Source: an optimization exercise on an open RTL-to-GDS flow (aim: small area). Production flows keep margins and buffers that such runs may drop. In this exercise RTL edits were held to simulation tests only and were not proved equivalent to the original. No activity file was given, so power comes from the tool's default toggle rates.

## try-onyx
## ddr4_fine_sweep
module ddr4_fine_sweep #(
  parameter int LANES        = 16,
  parameter int DELAY_TAPS   = 64,
  parameter int COARSE_STEPS = 8,
  parameter int SPAN         = 32,
  parameter int SAMPLES      = 4,
  parameter int SETTLE       = 2,
  parameter int MIN_WIDTH    = 6,
  parameter int TIMEOUT      = 256
) (
  input  logic                                        clk,
  input  logic                                        rst,
  input  logic                                        fine_start,
  input  logic [$clog2(COARSE_STEPS)-1:0]             coarse_sel,
  input  logic [LANES-1:0]                            read_ok,
  input  logic                                        read_valid,
  output logic [$clog2(DELAY_TAPS)-1:0]               delay_tap,
  output logic                                        read_req,
  output logic                                        busy,
  output logic                                        fine_done,
  output logic                                        fine_failed,
  output logic [LANES-1:0]                            lane_valid,
  output logic [LANES*$clog2(DELAY_TAPS)-1:0]         best_start,
  output logic [LANES*$clog2(DELAY_TAPS)-1:0]         best_end,
  output logic [LANES*$clog2(DELAY_TAPS+1)-1:0]       best_width
);
Size in the first run: roughly 350 I/O pins, roughly 16000 um^2 of cells after synthesis.
==> flow/config.mk <==
export PLATFORM = sky130hd
export DESIGN_NAME = ddr4_fine_sweep
export DESIGN_NICKNAME = ddr4_fine_sweep
export VERILOG_FILES = /design/flow/design.v
export SDC_FILE = /design/flow/constraint.sdc
export NUM_CORES = 4
export LEC_CHECK = 0
export CAP_MARGIN = 20
export CORE_MARGIN = 2
export CORE_UTILIZATION = 40
export SLEW_MARGIN = 20
==> flow/constraint.sdc <==
create_clock -name core_clock -period 5.0 [get_ports {clk}]
set_input_delay 1.0000 -clock core_clock [delete_from_list [all_inputs] [get_ports {clk}]]
set_output_delay 1.0000 -clock core_clock [all_outputs]
set_load 0.01 [all_outputs]
standard.sh (not shown) runs the stock make flow with config.mk's settings and CLKGATE_MAP_FILE= SYNTH_SCRIPT=/design/flow/synth_recipe.tcl, a recipe that flattens the netlist after the stock synthesis.
==> flow/flow/run.sh <==
#!/bin/bash
# Own layout flow: the standard ORFS flow with an area-oriented synthesis mapping, the
# smallest buffer on every port, and no dummy clock-tree loads. Each tool's output is logged.
set -euo pipefail
W=$(pwd)
F=$W/flow
bash standard.sh \
  SYNTH_SCRIPT=$F/synth.tcl \
  FLOW_ABC_SCRIPTS="$F/a1.abc $F/a2.abc $F/a3.abc" \
  BUFFER_PORTS_ARGS="-buffer_cell sky130_fd_sc_hd__buf_1" \
  CTS_ARGS="-sink_clustering_enable -repair_clock_nets -dont_use_dummy_load -buf_list sky130_fd_sc_hd__clkbuf_8 -sink_clustering_size 24 -sink_clustering_max_diameter 50" \
  SKIP_REPAIR_TIE_FANOUT=1 CORE_UTILIZATION=55 PLACE_DENSITY=0.65 \
  finish > $W/flow_make.log 2>&1
cp -r $W/orfs/logs $W/flow_logs 2>/dev/null || true
Other scripts of this flow, unchanged in this note and not shown: flow/flow/a1.abc, flow/flow/a2.abc, flow/flow/a3.abc, flow/flow/synth.tcl
try-onyx went all the way through synthesis, placement and routing and the layout is clean on timing, DRC and antenna.
--- input diff try-onyx..try-maple ---
==> flow/flow/run.sh <==
#!/bin/bash
# Own layout flow: the standard ORFS flow with an area-oriented synthesis mapping, the
# smallest buffer on every port, and no dummy clock-tree loads. Each tool's output is logged.
set -euo pipefail
W=$(pwd)
F=$W/flow
bash standard.sh \
  SYNTH_SCRIPT=$F/synth.tcl \
  FLOW_ABC_SCRIPTS="$F/a1.abc $F/a2.abc $F/a3.abc" \
  BUFFER_PORTS_ARGS="-buffer_cell sky130_fd_sc_hd__buf_1" \
  CTS_ARGS="-sink_clustering_enable -repair_clock_nets -dont_use_dummy_load -buf_list sky130_fd_sc_hd__clkbuf_8 -sink_clustering_size 20 -sink_clustering_max_diameter 50" \
  SKIP_REPAIR_TIE_FANOUT=1 CORE_UTILIZATION=55 PLACE_DENSITY=0.65 \
  finish > $W/flow_make.log 2>&1
cp -r $W/orfs/logs $W/flow_logs 2>/dev/null || true
Results
No stage failed in try-maple, and the final checks on the layout all came back clean.
Comparing try-onyx against try-maple, there is no change at all in total length of routed wires.
As far as XOR/XNOR share of the synthesized area is concerned, try-maple and try-onyx perform about the same.
As far as largest vdd supply drop goes, try-onyx and try-maple are indistinguishable; the numbers are identical.
try-maple -> try-onyx: proportion of register bits with asynchronous set or reset after synthesis delta 0, exact match
From try-maple to try-onyx, overall power of the completed layout did not move at all.
Portion of total power attributed to combinational logic of try-maple is on par with try-onyx.
Looking at try-maple and try-onyx, the clock power is a wash.
The register-to-register slack of try-maple and that of try-onyx are within noise of each other.
Area growth from synthesis to final layout: try-maple vs try-onyx identical
From try-onyx to try-maple, worst-case setup slack after placement did not move at all.
For try-indigo, these inputs were changed with respect to try-maple:
==> flow/flow/run.sh <==
#!/bin/bash
# Own layout flow: the standard ORFS flow with an area-oriented synthesis mapping, the
# smallest buffer on every port, and no dummy clock-tree loads. Each tool's output is logged.
set -euo pipefail
W=$(pwd)
F=$W/flow
bash standard.sh \
  SYNTH_SCRIPT=$F/synth.tcl \
  FLOW_ABC_SCRIPTS="$F/a1.abc $F/a2.abc $F/a3.abc" \
  BUFFER_PORTS_ARGS="-buffer_cell sky130_fd_sc_hd__buf_1" \
  CTS_ARGS="-sink_clustering_enable -repair_clock_nets -dont_use_dummy_load -buf_list sky130_fd_sc_hd__clkbuf_4 -tree_buf sky130_fd_sc_hd__clkbuf_8 -sink_clustering_size 10 -sink_clustering_max_diameter 30" \
  SKIP_REPAIR_TIE_FANOUT=1 CORE_UTILIZATION=55 PLACE_DENSITY=0.65 \
  finish > $W/flow_make.log 2>&1
cp -r $W/orfs/logs $W/flow_logs 2>/dev/null || true
==> comparison <==
- When try-indigo is measured against try-maple, its final critical-path required period turns out 99 ps higher.
- For power density relative to cell area, try-indigo and try-maple come out practically identical.
- There was hardly any difference in cell area between try-maple and try-indigo.

==> static timing again, ports no longer ideal <==
Ports are ideal in the flow. The routed layouts listed here were re-timed in OpenROAD.
Step 1, drivers: a clkbuf_16 drives clk and a buf_2 each remaining input, both assumed.
Step 2, shift: input delay + t, output delay - t, t = (earliest + latest rising clock arrival at the registers) / 2. This alone moves slack from input paths to output paths.
Slacks: no drivers / after step 1 / after step 2; pairs: no drivers / after step 1.
run	t (ns)	slack for setup (ns)	worst setup path at the end	pins driven straight from the clock port
try-onyx	0.582	0.973 / 0.924 / 1.506	register to output	1
try-maple	0.582	0.973 / 0.924 / 1.506	register to output	1
try-indigo	0.691	0.873 / 0.821 / 1.511	register to output	1
After both steps setup and hold are still met in every run listed.
